From an optimization exercise on the open Yosys and OpenROAD flow, aimed at small area, a short achievable clock period and few clock cycles; shortcuts taken in it are not production practice.
In this exercise RTL edits were held to simulation tests only and were not proved equivalent to the original.
Power figures rest on the tool's default switching activity, not on a simulated workload.

[design/flow/design.v]
package isms_pkg;
  localparam int CAPACITY  = 64;
  localparam int CNT_W     = $clog2(CAPACITY + 1);
  localparam int VAL_W     = 32;
  localparam int CNT_OUT_W = 7;
  localparam logic [1:0] OP_INSERT = 2'd0;
  localparam logic [1:0] OP_REMOVE = 2'd1;
  localparam logic [1:0] OP_QUERY  = 2'd2;
  localparam logic [1:0] OP_CLEAR  = 2'd3;
  localparam logic [1:0] STAT_DONE      = 2'd0;
  localparam logic [1:0] STAT_DUPLICATE = 2'd1;
  localparam logic [1:0] STAT_NOT_FOUND = 2'd2;
  localparam logic [1:0] STAT_FULL      = 2'd3;
  localparam int N_ENTRY = 8;
endpackage
import isms_pkg::*;
module integer_set_membership_table (
  input  logic                                clk,
  input  logic                                rst,
  input  logic                                in_valid,
  output logic                                in_ready,
  input  logic [1:0]                          op,
  input  logic signed [isms_pkg::VAL_W-1:0]   value,
  output logic                                out_valid,
  input  logic                                out_ready,
  output logic                                was_present,
  output logic [1:0]                          status,
  output logic [isms_pkg::CNT_OUT_W-1:0]      member_count
);
  localparam int N = CAPACITY;
  localparam int W = VAL_W;
  localparam int S = N / N_ENTRY;
  localparam int G = 8;             
  logic         ap_v;
  logic [1:0]   ap_op;
  logic [W-1:0] ap_key;
  logic [G-1:0] ap_any;     
  logic [N-1:0][W-1:0] ring;
  logic [N-1:0]        ring_v;
  logic [CNT_W-1:0]    count;
  logic [1:0] q_n;
  logic [9:0] q0, q1;
  logic [N_ENTRY-1:0] hole;
  logic [N_ENTRY-1:0] take;
  for (genvar j = 0; j < N_ENTRY; j++) begin : g_hole
    assign hole[j] = !ring_v[(j * S + N - 1) % N];
  end
  always_comb begin
    take = '0;
    for (int j = N_ENTRY - 1; j >= 0; j--) begin
      if (hole[j]) take = N_ENTRY'(1) << j;
    end
  end
  logic go, is_ins, is_clr, full, present, ins_ok;
  assign is_ins  = (ap_op == OP_INSERT);
  assign is_clr  = (ap_op == OP_CLEAR);
  assign full    = (count == CNT_W'(CAPACITY));
  assign go      = ap_v && !q_n[1] && !(is_ins && !full && !(|hole));
  assign present = |ap_any;
  assign ins_ok  = go && is_ins && !present && !full;
  logic [1:0]       stat;
  logic [CNT_W-1:0] count_next;
  always_comb begin
    stat       = STAT_DONE;
    count_next = count;
    case (ap_op)
      OP_INSERT: begin
        if (present)   stat = STAT_DUPLICATE;
        else if (full) stat = STAT_FULL;
        else           count_next = count + CNT_W'(1);
      end
      OP_REMOVE: begin
        if (!present)  stat = STAT_NOT_FOUND;
        else           count_next = count - CNT_W'(1);
      end
      OP_CLEAR:        count_next = '0;
      default: ;
    endcase
  end
  logic [9:0] res;
  assign res = {present && !is_clr, stat, CNT_OUT_W'(count_next)};
  logic [N-1:0] hit;
  logic         same;
  for (genvar p = 0; p < N; p++) begin : g_cmp
    assign hit[p] = ring_v[p] && (ring[p] == value);
  end
  assign same = (ap_key == value);
  logic in_fire, t_rem, t_clr, put;
  assign in_fire = in_valid && in_ready;
  assign t_rem   = in_fire && (op == OP_REMOVE);
  assign t_clr   = in_fire && (op == OP_CLEAR);
  assign put     = go && is_ins && !full && same;
  logic [N-1:0] ring_v_n;
  logic         ap_v_n;
  logic [1:0]   ap_op_n, q_n_n;
  logic         pop;
  assign pop = q_n[0] && out_ready;
  always_comb begin
    for (int p = 0; p < N; p++) begin
      if (p % S == 0 && take[p / S])
        ring_v_n[p] = ins_ok && !(t_rem && same) && !t_clr;
      else
        ring_v_n[p] = ring_v[(p + N - 1) % N] && !(t_rem && hit[(p + N - 1) % N])
                      && !t_clr;
    end
    ap_v_n  = in_fire || (ap_v && !go);
    ap_op_n = in_fire ? op : ap_op;
    case ({go, pop})
      2'b10:   q_n_n = {q_n[0], 1'b1};
      2'b01:   q_n_n = {1'b0, q_n[1]};
      default: q_n_n = q_n;
    endcase
  end
  logic hole_any_n, full_n, go_n;
  always_comb begin
    hole_any_n = t_clr;
    for (int j = 0; j < N_ENTRY; j++) hole_any_n |= !ring_v[(j * S + N - 2) % N];
  end
  assign full_n = go ? (count_next == CNT_W'(CAPACITY)) : full;
  assign go_n   = ap_v_n && !q_n_n[1] && !((ap_op_n == OP_INSERT) && !full_n && !hole_any_n);
  always_ff @(posedge clk) begin
    for (int p = 0; p < N; p++) begin
      if (p % S == 0 && take[p / S])
        ring[p] <= ap_key;
      else
        ring[p] <= ring[(p + N - 1) % N];
    end
  end
  always_ff @(posedge clk) begin
    if (rst) begin
      ring_v   <= '0;
      count    <= '0;
      ap_v     <= 1'b0;
      q_n      <= 2'b00;
      in_ready <= 1'b1;
    end else begin
      ring_v   <= ring_v_n;
      if (go) count <= count_next;
      ap_v     <= ap_v_n;
      q_n      <= q_n_n;
      in_ready <= !ap_v_n || go_n;
    end
  end
  always_ff @(posedge clk) begin
    if (in_ready) begin
      ap_op  <= op;
      ap_key <= value;
      for (int g = 0; g < G; g++)
        ap_any[g] <= (|hit[g * (N / G) +: N / G]) || (g == 0 && put);
    end
  end
  always_ff @(posedge clk) begin
    if (pop) begin
      q0 <= (go && !q_n[1]) ? res : q1;
      if (go) q1 <= res;
    end else if (go) begin
      if (!q_n[0]) q0 <= res;
      else         q1 <= res;
    end
  end
  assign out_valid    = q_n[0];
  assign was_present  = q0[9];
  assign status       = q0[8:7];
  assign member_count = q0[6:0];
endmodule
[design/flow/run.sh]
#!/bin/bash
# synth_recipe.tcl (not shown) runs the flow's synth.tcl, then flattens the netlist and writes it again
# the make line also repeats each setting of config.mk as NAME=value (left out here)
make -C /OpenROAD-flow-scripts/flow DESIGN_CONFIG=/design/flow/config.mk WORK_HOME=/design/flow/orfs CLKGATE_MAP_FILE= SYNTH_SCRIPT=/design/flow/synth_recipe.tcl finish
[design/flow/config.mk]
export PLATFORM = sky130hd
export DESIGN_NAME = integer_set_membership_table
export DESIGN_NICKNAME = integer_set_membership_table
export VERILOG_FILES = /design/flow/design.v
export SDC_FILE = /design/flow/constraint.sdc
export NUM_CORES = 4
export LEC_CHECK = 0
export CAP_MARGIN = 20
export CORE_MARGIN = 2
export CORE_UTILIZATION = 55
export CTS_CLUSTER_DIAMETER = 100
export CTS_CLUSTER_SIZE = 24
export SETUP_SLACK_MARGIN = 3.5
export SLEW_MARGIN = 20
export TNS_END_PERCENT = 10
[design/flow/constraint.sdc]
create_clock -name core_clock -period 6.0 [get_ports {clk}]
set_input_delay 1.2000 -clock core_clock [delete_from_list [all_inputs] [get_ports {clk}]]
set_output_delay 1.2000 -clock core_clock [all_outputs]
set_load 0.01 [all_outputs]
==> results.cfg <==
[place]
dpl_worst_slack_ns = 1.92
dpl.hpwl_um = 170000
io_buffers = 49
dp.cells = 7534
globalplace.congestion = 0.918

[sta]
holdWs_ns = 0.353
fin_skew_ns = 0.0291
setup_viol = 0
slew-limit-headroom_pct = 39.9
fin_crit_sh_pct = 44.6
period_needed_ns = 2.68
rsz0062_at_grt = true
worst_pin_slew_ns = 0.902
max_freq_ghz = 0.374
slew_violations = 0
tns_ns = 0
fin_ws_ns = 3.32
hold_violations = 0

[pwr]
power_density_nw_per_um2 = 313
p_leak_nw = 31.8
p_sw_share_pct = 25.9
p_int_w = 0.0195
netSwitchingPower_w = 0.00684
total_power_w = 0.0264
combinationalPowerShare_pct = 11.1
ir_worst_vdd_v = 0.000249
p_seq_share_pct = 59.5
clkPwrFrac_pct = 29.4

[clock_network]
cts_sinks = 2185
cts.root.buffer_cell = clkbuf_16
clk_latency_ns = 0.75
cts_inserted_buffers = 101
cts_tree = done
clkTransAtPathRegs_ns = 0.10
cts_buffer_depth = 3
cts_max_level = 3

[logic_synthesis]
yosys.area_share.simple_pct = 7.11
yosysWarnings = 1
synthesis.area_um2 = 74000
synthArstFlopShare_pct = 0
yosys.area_share.adder_pct = 0.0676
synth_edf_count = 62
synth_cell_types = 64
syn_avg_cell_area_um2 = 12.5
synthCells = 5899
syn_nets = 5941
synth-xor-area-share_pct = 24.6
synthMuxAreaShare_pct = 4.01
seq_area_frac_synth_pct = 59.9
ys_seq_elements = 2185
synthFlopType = dfxtp_1
synth_top_family_by_area = XOR/XNOR gates
synth_compound_area_share_pct = 1.43

[setup_path]
crit_path_start_kind = input pin
worstSetupEndpointType = register
required_ns = 6.60
crit_type = in2reg
arrival_ns = 3.28
path_max_fanout = 12

[flow_run]
maxCapViolations = 0

[floorplan]
initial_core_util_pct = 55.5
coreArea_um2 = 133000
die-area_um2 = 138000
die_w_um = 371
io-pin-count = 50
fp.dieH_um = 371
rows = 134

[drt]
drtIter0Drc = 6337
vias = 47481
wl_um = 292000
vias_per_cell = 5.95
drc = 0
wl_per_cell_um = 36.6
drt-pass1-iter-count = 5
drtAntennaViolNets = 0

[global_routing]
use_met1_pct = 53.8
grt_max_degree = 42
grt.busiest_layer = met2
gr-usage-met2_pct = 57.7
grt.overflow.total = 0
grt_pass1_vias = 44471
grtUsageTotal_pct = 38.5
grt_pass1_wl_um = 364000
grtUsageMet3_pct = 8.48
grt_antenna_before_repair = 27

[worst_hold_path]
hold_class = reg2reg

[run_status]
outcome = no timing/DRC/antenna violations

[layout]
multi_input_area_um2 = 28300
fill_cells = 10681
drive_gt1_share_pct = 15.3
regArea_um2 = 44400
syn_to_final_growth_pct = 13.9
final_nets = 6201
fin_cells = 7986
-- per-layer routing --
layer | up-vias | share of wire, %
met2 | 2846 | 43
met1 | 23830 | 42
met4 | 14 | 5.1
met3 | 590 | 11
li1 | 20201 | -
met5 | - | 0.063
-- placed cells by master (no fill, tap or decap), drive strengths merged, types with 4 or more instances in the layout --
cell type	count
a211oi	8
a21oi	33
a31oi	9
and3	40
and4	4
buf	398
bufbuf	17
clkbuf	166
clkdlybuf4s15	6
dfxtp	2123
diode	35
edfxtp	62
ha	4
inv	18
mux2	261
nand2	75
nand3	77
nand4	347
nor2	34
nor3	41
nor4	246
o211ai	10
o21ai	13
o311a	37
o31ai	4
or4	17
xnor2	1370
xor2	709
-- through the flow --
step	instance area (µm²)	util, %
2_1_floorplan	74400	-
3_3_place_gp	75900	56.9
3_5_place_dp	75900	56.9
4_1_cts	80600	60.4
5_1_grt	84200	63.1
6_report	84300	63.2
-- critical path: stages --
cell,delay [ns]
buf_16,0.14
buf_16,0.20
buf_4,0.18
xor2_1,0.15
nor4_1,0.67
nand4_1,0.16
nor2_1,0.22
a22oi_1,0.14
nand4_1,0.14
-- synthesized netlist by cell type (22+ instances only) --
| cell type | count | area share, % |
|---|---|---|
| xnor2_1 | 1370 | 16 |
| nor4_1 | 244 | 2.1 |
| buf_2 | 54 | 0.37 |
| and3_1 | 40 | 0.34 |
| clkbuf_1 | 56 | 0.28 |
| mux2_2 | 261 | 4.0 |
| buf_4 | 137 | 1.4 |
| buf_1 | 22 | 0.11 |
| dfxtp_1 | 2123 | 57 |
| xor2_1 | 709 | 8.4 |
| buf_6 | 39 | 0.59 |
| a21oi_1 | 33 | 0.22 |
| nand2_1 | 75 | 0.38 |
| nand3_1 | 76 | 0.51 |
| nor2_1 | 32 | 0.16 |
| nor3_1 | 41 | 0.28 |
| edfxtp_1 | 62 | 2.5 |
| o311a_1 | 37 | 0.50 |
| nand4_1 | 347 | 2.9 |
-- worst paths after layout --
check	start	endpoint	slack, ns	cells past startpoint
hold / removal	ring[976]$_DFF_P_	ring[1008]$_DFF_P_	0.35	0
setup / recovery	value[21]	ap_any[7]$_DFFE_PP_	3.32	9
hold reg to reg	ring[976]$_DFF_P_	ring[1008]$_DFF_P_	0.35	0
setup reg to reg	ap_any[6]$_DFFE_PP_	q0[6]$_DFFE_PP_	3.44	6
-- cells by family (layout without fill, tap and decap cells) --
group,Yosys count,count (layout)
flip-flops,2185,2185
XOR/XNOR,2079,2079
AND/OR/NAND/NOR,897,899
buffers and inverters,331,613
multiplexers,264,264
AO/OA/AOI/OAI,139,139
adder cells (fa/ha/maj),4,4
other,0,35
-- flip-flops by register name (all words and copies together), names as in the netlist --
name      flops
q0           10
ring       2048
ap_op         2
q1           10
ap_any        8
ap_v          1
ap_key       32
count         7
ring_v       64
in_ready      1
q_n           2
-- timing repair --
action | in CTS | in global routing
cloned | 23 | 37
setup buffers | 34 | 196
setup endpoints to repair | 144 | 121
hold buffers | 0 | 0
pin swaps | 7 | 32
gates resized for setup | 221 | 181
-- power groups by stage --
stage	clock network (W)	registers, W	logic (W)
5_1_grt	0.00824	0.0157	0.00299
2_1_floorplan	0	0.0158	0.00158
4_1_cts	0.00773	0.0157	0.00251
6_report	0.00776	0.0157	0.00293
3_3_place_gp	0	0.0160	0.00229
3_5_place_dp	0	0.0160	0.00228
-- cell type report --
type | count | share of cell area, %
clock buffers | 125 | 3.15
flip-flops and latches | 2185 | 52.6
multi-input cells | 3385 | 33.5
well taps | 1768 | 2.62
inverters | 19 | 0.0905
diodes | 35 | 0.104
repair buffers | 467 | 7.80
clock inverters | 2 | 0.0460
Testbench counts, summed over its fixed seeds: cycles 5,651.

[re-timing with driven ports]
No port has a modelled driver above. Below, the same layout with a new extraction and two added sets of constraints.
Step 1, drivers: a clkbuf_16 drives clk and a buf_2 each remaining input, both assumed.
Step 2, shift: input delay + t, output delay - t, t = (earliest + latest rising clock arrival at the registers) / 2. This alone moves slack from input paths to output paths.
Three values: ideal, step 1, step 2; two values: the first two.
t, ns: 0.815
setup slack, ns: 3.324 / 3.103 / 2.288
slew at the worst register clock pin (ns): 0.10 / 0.10
worst slew at a driven data input, ns: 0.42
After both steps this run still meets setup and hold. For this run, drivers alone change the setup slack by -0.221 ns; drivers and shift together by -1.036 ns.
